Context: an optimization exercise on an open-source flow, tuned for small area. The choices shown serve that exercise and are no tape-out recipe. Only simulation tests tie the RTL to the original design; equivalence was not proved. Power figures rest on the tool's default switching activity, not on a simulated workload. No driver is modelled on the clock port, so clocking that relies on it looks cheaper here than on a real chip.

Setup of run A:
// video_frame_top
module video_frame_top
(
   input wire         clk,
   input wire         rst_n,
   input wire         pix_req,
   input wire  [7:0]  pix_data,
   input wire         pix_start,
   output wire        pix_ack,
   output wire [7:0]  pix_out,
   output wire        hsync_out,
   output wire        vsync_out,
   output wire        blank_out
);
For scale: ~1,400 cells after synthesis, about 1,100 flip-flops, roughly 24 I/O pins.
clock: 10.0 ns
lec_check: 0
cap_margin: 20
core_margin: 2
core_utilization: 60
cts_buf_list: sky130_fd_sc_hd__clkbuf_16
cts_cluster_diameter: 80
cts_cluster_size: 34
slew_margin: 20
run.sh (not shown) runs the stock make flow with config.mk's settings and CLKGATE_MAP_FILE= SYNTH_SCRIPT=/design/flow/synth_recipe.tcl, a recipe that flattens the netlist after the stock synthesis.
The inputs of run B differ from those of run A as listed below.
Settings: CTS_CLUSTER_SIZE: 34 -> 22; CTS_BUF_LIST: sky130_fd_sc_hd__clkbuf_16 -> sky130_fd_sc_hd__clkbuf_8; CTS_CLUSTER_DIAMETER: 80 -> 60.
--- outcome ---
Going from run A to run B, overall routed net length shows an increase of 110 µm; setup slack shows a reduction of 0.10 ns.
Between run B and run A, the worst hold slack does not differ in any meaningful way.
Run B against run A: global-route usage essentially unchanged; count of boundary I/O pins stayed essentially flat.
#### Input delta (run C over run B)
Settings: CTS_CLUSTER_SIZE: 22 -> 18; CORE_UTILIZATION: 60 -> 40.
--- outcome ---
In the metrics for run B and run C, the one carrying the higher total power draw is run C.
Taking run B as the reference, in run C overall via count from detail_route grew by 2.2%, post-route worst hold slack shows no meaningful change, average detailed-routed wire length per instance decreased by 1.9 µm relative to the old numbers.
Edits applied to the flow inputs when going from run C to run D:
Settings: a change of CTS_CLUSTER_DIAMETER from 60 to 50; an added PLACE_DENSITY of 0.85; a change of CORE_UTILIZATION from 40 to 75; a change of CTS_CLUSTER_SIZE from 18 to 20.
==> comparison <==
Going from run C to run D, total iterations of the first detailed-routing run +3, count of non-filler cells in the finished layout -412.
Higher sequential power share was reported by run D, not run C.
Routability congestion estimate, run C and run D: larger value in run D
Re placed standard-cell area: run C and run D aren't equal, and the higher value belongs to run C.
A top routing layer in use of met5 is what run D shows, while met4 belongs to run C.
Setup WNS run C -> run D: worse
Number of pins exceeding their max-slew limit in the final report came out exactly the same in run C and run D.
Between run D and run C, it is run D whose total power of the final layout is lower, by 2.0%.
The following lists how run E was set up differently from run D:
Settings: a change of CTS_CLUSTER_SIZE from 20 to 10; a deleted PLACE_DENSITY that had been 0.85; a change of CTS_BUF_LIST from sky130_fd_sc_hd__clkbuf_8 to sky130_fd_sc_hd__clkbuf_4; a change of CORE_UTILIZATION from 75 to 40; a change of CTS_CLUSTER_DIAMETER from 50 to 40.
==> comparison <==
Between run D and run E, the combinational power share figures differ only marginally.
Changes observed in run E relative to run D: total instance count after detailed placement went up by 398; worst hold margin went down by 0.0093 ns.
Compared to run D, the routing of run E uses less wire.
[diff] total power, run E relative to run D: regression
Run E gives less sequential share of layout area than run D did.
Number of non-filler instances in the completed layout (lower): run D
Of run D and run E, the higher share of power burned in registers belongs to run D.
Comparing run E against run D, there is no change at all in share of synthesized area spent on multiplexers.
Number of clock-tree buffers in the layout: run E > run D
Any difference in sequential power between run D and run E is small enough to ignore.


video_frame_top, a different RTL version from the one above (not shown whole).
Size: roughly 1400 cells after synthesis, ~1100 flip-flops, roughly 24 I/O pins, about 26000 um2 of cells after synthesis.
Settings: LEC_CHECK=0, CAP_MARGIN=20, CORE_MARGIN=2, CORE_UTILIZATION=75, CTS_BUF_LIST=sky130_fd_sc_hd__clkbuf_8, CTS_CLUSTER_DIAMETER=50, CTS_CLUSTER_SIZE=20, PLACE_DENSITY=0.85, SLEW_MARGIN=20; clock period 10.0 ns.
standard.sh (not shown) runs the stock make flow with config.mk's settings and CLKGATE_MAP_FILE= SYNTH_SCRIPT=/design/flow/synth_recipe.tcl, a recipe that flattens the netlist after the stock synthesis.
==> flow/flow/run.sh <==
#!/bin/bash
# Layout flow: the standard ORFS flow (standard synthesis unchanged), with
#  - the smallest buffer (buf_1) on the ports,
#  - clock tree synthesis without dummy loads (same clustering settings as config.mk).
# Each step's full output is in orfs/logs/; the make output of each call goes to its
# own log here.
set -euo pipefail
export BUFFER_PORTS_ARGS="-buffer_cell sky130_fd_sc_hd__buf_1"
export CTS_ARGS="-sink_clustering_enable -repair_clock_nets -sink_clustering_size 36 -sink_clustering_max_diameter 60 -buf_list sky130_fd_sc_hd__clkbuf_16 -dont_use_dummy_load"
bash standard.sh synth > flow_synth.log 2>&1
bash standard.sh finish > flow_make.log 2>&1
The starting point finished with timing, DRC and antenna clean.
Next try:
==> flow/run.sh (new file) <==
#!/bin/bash
# synth_recipe.tcl (not shown) runs the flow's synth.tcl, then flattens the netlist and writes it again
# the make line also repeats each setting of config.mk as NAME=value (left out here)
make -C /OpenROAD-flow-scripts/flow DESIGN_CONFIG=/design/flow/config.mk WORK_HOME=/design/flow/orfs CLKGATE_MAP_FILE= SYNTH_SCRIPT=/design/flow/synth_recipe.tcl finish
--- a/flow/config.mk
+++ b/flow/config.mk
@@ -10 +10 @@
-export CORE_UTILIZATION = 75
+export CORE_UTILIZATION = 40
@@ -12,3 +12,2 @@
-export CTS_CLUSTER_DIAMETER = 50
-export CTS_CLUSTER_SIZE = 20
-export PLACE_DENSITY = 0.85
+export CTS_CLUSTER_DIAMETER = 60
+export CTS_CLUSTER_SIZE = 18
removed: flow/flow/run.sh
removed: flow/standard.sh
Flip-flop and latch count stays the same.
Wire length fell by a little under a tenth.
Worst setup slack got worse by 0.53 ns.
Worst hold slack improved by 0.014 ns.
Clock skew fell by 0.027 ns.
Non-clock buffer count rises by 1.
Design area increases by a few percent.
Clock-buffer cell count rises by 32.
Power decreases slightly.
Via count decreases slightly.
Next try:
==> flow/flow/run.sh (new file) <==
#!/bin/bash
# Layout flow: the standard ORFS flow (standard synthesis unchanged), with
#  - the smallest buffer on the ports,
#  - a power-recovery pass (downsizing cells with slack) before the placement-stage repair.
# The floorplan and clock tree settings come from config.mk. Each step's full output is
# in orfs/logs/; the make output of each call goes to its own log here.
set -euo pipefail
HERE=$(pwd)
export BUFFER_PORTS_ARGS="-buffer_cell sky130_fd_sc_hd__buf_1"
export PRE_RESIZE_TCL=$HERE/flow/pre_resize.tcl
bash standard.sh synth > flow_synth.log 2>&1
bash standard.sh finish > flow_make.log 2>&1
==> flow/flow/pre_resize.tcl (new file) <==
# Before the placement-stage repair: downsize cells that have slack to spare.
# repair_design right after this fixes any slew or capacitance the smaller cells leave.
set_dont_use $::env(DONT_USE_CELLS)
estimate_parasitics -placement
repair_timing -recover_power 100 -verbose
==> flow/standard.sh (new file) <==
#!/bin/bash
# synth_recipe.tcl (not shown) runs the flow's synth.tcl, then flattens the netlist and writes it again
# the make line also repeats each setting of config.mk as NAME=value (left out here)
make -C /OpenROAD-flow-scripts/flow DESIGN_CONFIG=/design/flow/config.mk WORK_HOME=/design/flow/orfs CLKGATE_MAP_FILE= SYNTH_SCRIPT=/design/flow/synth_recipe.tcl "${@:-finish}"
--- a/flow/config.mk
+++ b/flow/config.mk
@@ -10 +10 @@
-export CORE_UTILIZATION = 40
+export CORE_UTILIZATION = 75
@@ -12,2 +12,3 @@
-export CTS_CLUSTER_DIAMETER = 60
-export CTS_CLUSTER_SIZE = 18
+export CTS_CLUSTER_DIAMETER = 50
+export CTS_CLUSTER_SIZE = 20
+export PLACE_DENSITY = 0.85
removed: flow/run.sh
After rerunning: Global-route usage is higher by 12 points; sequential share of layout area is higher by 1.7 points; via count is higher by a few percent; critical path depth is higher by 1; routed wire length is higher by roughly a tenth; clock-buffer cell count is lower by 7; cell area is lower by a few percent; clock skew is lower by 0.0056 ns; cell count is lower by about a fifth.


Starting RTL as in the previous note.
==> flow/config.mk <==
export PLATFORM = sky130hd
export DESIGN_NAME = video_frame_top
export DESIGN_NICKNAME = video_frame_top
export VERILOG_FILES = /design/flow/design.v
export SDC_FILE = /design/flow/constraint.sdc
export NUM_CORES = 4
export LEC_CHECK = 0
export CAP_MARGIN = 20
export CORE_MARGIN = 2
export CORE_UTILIZATION = 75
export CTS_BUF_LIST = sky130_fd_sc_hd__clkbuf_8
export CTS_CLUSTER_DIAMETER = 50
export CTS_CLUSTER_SIZE = 20
export PLACE_DENSITY = 0.85
export SLEW_MARGIN = 20
==> flow/constraint.sdc <==
create_clock -name core_clock -period 10.0 [get_ports {clk}]
set_input_delay 2.0000 -clock core_clock [delete_from_list [all_inputs] [get_ports {clk}]]
set_output_delay 2.0000 -clock core_clock [all_outputs]
set_load 0.01 [all_outputs]
==> flow/flow/run.sh <==
#!/bin/bash
# Layout flow: the standard ORFS flow (standard synthesis unchanged), with
#  - the smallest buffer (buf_1) on the ports,
#  - clock tree synthesis without dummy loads (same clustering settings as config.mk).
# Each step's full output is in orfs/logs/; the make output of each call goes to its
# own log here.
set -euo pipefail
export BUFFER_PORTS_ARGS="-buffer_cell sky130_fd_sc_hd__buf_1"
export CTS_ARGS="-sink_clustering_enable -repair_clock_nets -sink_clustering_size 20 -sink_clustering_max_diameter 50 -buf_list sky130_fd_sc_hd__clkbuf_8 -dont_use_dummy_load"
bash standard.sh synth > flow_synth.log 2>&1
bash standard.sh finish > flow_make.log 2>&1
==> next run, changes <==
==> flow/flow/run.sh (replaced) <==
#!/bin/bash
# Layout flow: the standard ORFS flow (standard synthesis unchanged), with
#  - the smallest buffer on the ports,
#  - power recovery after global routing, which downsizes cells with slack to spare.
# The clock tree settings come from config.mk. Each step's full output is in orfs/logs/;
# the make output goes to flow_make.log here.
set -euo pipefail
export BUFFER_PORTS_ARGS="-buffer_cell sky130_fd_sc_hd__buf_1"
export RECOVER_POWER=100
bash standard.sh synth > flow_synth.log 2>&1
bash standard.sh finish > flow_make.log 2>&1
Settings changed: CORE_UTILIZATION 75 to 40, CTS_CLUSTER_DIAMETER 50 to 60, CTS_CLUSTER_SIZE 20 to 18, PLACE_DENSITY 0.85 to unset.
- With this change the flow produced a layout that fails on max-capacitance violations, max-slew violations
- clock power is higher by 12%
- cell area went up by 2.5%
- worst setup slack loses 0.54 ns
- total power climbs by 3.2%
- synthesized area is unchanged
- fmax fell by 10%
- worst hold slack gains 0.0090 ns
- global-route usage is lower by 11 points
- clock skew rose by 0.0048 ns
- final cell count climbs by 23%
- count of clock-buffer cells in the layout grows by 13
==> next run, changes <==
==> flow/flow/run.sh (replaced) <==
#!/bin/bash
# Layout flow: the standard ORFS flow (standard synthesis unchanged), with
#  - the smallest buffer (buf_1) on the ports,
#  - clock tree synthesis without dummy loads (same clustering settings as config.mk).
# Each step's full output is in orfs/logs/; the make output of each call goes to its
# own log here.
set -euo pipefail
export BUFFER_PORTS_ARGS="-buffer_cell sky130_fd_sc_hd__buf_1"
export CTS_ARGS="-sink_clustering_enable -repair_clock_nets -sink_clustering_size 20 -sink_clustering_max_diameter 50 -buf_list \"sky130_fd_sc_hd__clkbuf_4 sky130_fd_sc_hd__clkbuf_8\" -dont_use_dummy_load"
bash standard.sh synth > flow_synth.log 2>&1
bash standard.sh finish > flow_make.log 2>&1
Settings changed: CORE_UTILIZATION 40 to 75, CTS_CLUSTER_DIAMETER 60 to 50, CTS_CLUSTER_SIZE 18 to 20, PLACE_DENSITY set to 0.85.
The new run completed with no timing, DRC or antenna violations. Core utilization climbs by 37 points. Sequential power hardly moves. Power drops by a few percent. Cell area drops by a few percent. Wire length climbs slightly.
==> next run, changes <==
--- a/flow/flow/run.sh
+++ b/flow/flow/run.sh
@@ -2,0 +3 @@
+#  - the combinational logic restructured for area after floorplanning (post_floorplan.tcl),
@@ -7,0 +9,6 @@
+HERE=$(pwd)
+PLAT=$FLOW_HOME/platforms/$FLOW_PLATFORM
+DONT_USE=$(sed -n '/DONT_USE_CELLS +=/,/^export FILL_CELLS/p' $PLAT/config.mk | grep -oE "sky130_fd_sc_hd__\w+" | tr '\n' ' ')
+python3 flow/filter_lib.py $PLAT/lib/sky130_fd_sc_hd__tt_025C_1v80.lib $HERE/rmp.lib $DONT_USE > flow_filter_lib.log 2>&1
+export RMP_LIB=$HERE/rmp.lib
+export POST_FLOORPLAN_TCL=$HERE/flow/post_floorplan.tcl
@@ -9 +16 @@
-export CTS_ARGS="-sink_clustering_enable -repair_clock_nets -sink_clustering_size 20 -sink_clustering_max_diameter 50 -buf_list \"sky130_fd_sc_hd__clkbuf_4 sky130_fd_sc_hd__clkbuf_8\" -dont_use_dummy_load"
+export CTS_ARGS="-sink_clustering_enable -repair_clock_nets -sink_clustering_size 20 -sink_clustering_max_diameter 50 -buf_list sky130_fd_sc_hd__clkbuf_8 -dont_use_dummy_load"
==> flow/flow/filter_lib.py (new file) <==
# Writes a copy of a liberty file without the named cells (the platform's don't-use list),
# for the area restructuring step, whose ABC run reads a liberty file and ignores set_dont_use.
# usage: python3 filter_lib.py IN.lib OUT.lib CELL...
import re, sys
src, dst, drop = sys.argv[1], sys.argv[2], set(sys.argv[3:])
text = open(src).read()
out = []
pos = 0
for m in re.finditer(r'\n\s*cell\s*\(\s*"?([\w]+)"?\s*\)\s*\{', text):
    if m.start() < pos or m.group(1) not in drop:
        continue
    # find the matching closing brace of this cell group
    depth = 0
    i = m.end() - 1
    while True:
        c = text[i]
        if c == '{':
            depth += 1
        elif c == '}':
            depth -= 1
            if depth == 0:
                break
        i += 1
    out.append(text[pos:m.start()])
    pos = i + 1
out.append(text[pos:])
open(dst, 'w').write(''.join(out))
==> flow/flow/post_floorplan.tcl (new file) <==
# After floorplanning: restructure the combinational logic for area with ABC
# (OpenROAD's restructure), on a liberty file without the platform's don't-use cells.
# Registers are not touched.
set rmp_dir $::env(OBJECTS_DIR)/rmp
file mkdir $rmp_dir
restructure -target area \
  -liberty_file $::env(RMP_LIB) \
  -tielo_port sky130_fd_sc_hd__conb_1/LO \
  -tiehi_port sky130_fd_sc_hd__conb_1/HI \
  -work_dir $rmp_dir \
  -abc_logfile $::env(LOG_DIR)/2_1_restructure_abc.log
report_design_area
Die area is unchanged.
Cell count goes up by 2.1%.
Non-clock buffer count goes up by 2.
Flip-flop and latch count stays the same.

-- static timing again, ports no longer ideal --
The flow's constraints put no driver on any port. The routed layouts listed below were extracted and timed again, unchanged, in two steps.
Step 1 sets driving cells, clkbuf_16 on the clock port and buf_2 on the other inputs (assumed; they add their load-dependent delay and slew).
Step 2, shift: input delay + t, output delay - t, t = (earliest + latest rising clock arrival at the registers) / 2. This alone moves slack from input paths to output paths.
a / b / c = ideal / step 1 / step 2; a / b = the first two.
run | t (ns) | setup slack, ns | latest minus earliest clock arrival (ns) | slew at the worst register clock pin (ns)
run A | 0.641 | 4.958 / 4.904 / 5.545 | 0.027 / 0.028 | 0.12 / 0.12
run B | 0.726 | 4.858 / 4.804 / 5.530 | 0.029 / 0.030 | 0.13 / 0.13
run C | 0.701 | 4.896 / 4.842 / 5.543 | 0.031 / 0.032 | 0.11 / 0.11
run D | 0.708 | 4.827 / 4.777 / 5.485 | 0.045 / 0.045 | 0.12 / 0.12
run E | 0.883 | 4.689 / 4.637 / 5.520 | 0.051 / 0.052 | 0.12 / 0.12
the first run of note 2 | 0.613 | 5.254 / 5.199 / 5.811 | 0.053 / 0.053 | 0.12 / 0.12
the second run of note 2 | 0.703 | 4.723 / 4.671 / 5.374 | 0.028 / 0.028 | 0.12 / 0.12
the third run of note 2 | 0.730 | 5.332 / 5.283 / 6.013 | 0.021 / 0.020 | 0.12 / 0.12
the first run of note 3 | 0.688 | 5.191 / 5.143 / 5.831 | 0.030 / 0.029 | 0.12 / 0.12
the second run of note 3 | 0.718 | 4.655 / 4.602 / 4.244 | 0.035 / 0.035 | 0.11 / 0.11
the third run of note 3 | 0.688 | 5.191 / 5.143 / 5.831 | 0.030 / 0.029 | 0.12 / 0.12
the fourth run of note 3 | 0.682 | 4.147 / 4.098 / 4.780 | 0.075 / 0.074 | 0.12 / 0.12
The setup slack of the second run of note 3, which loses most, moves by -0.053 ns with the drivers and by -0.411 ns with both steps.
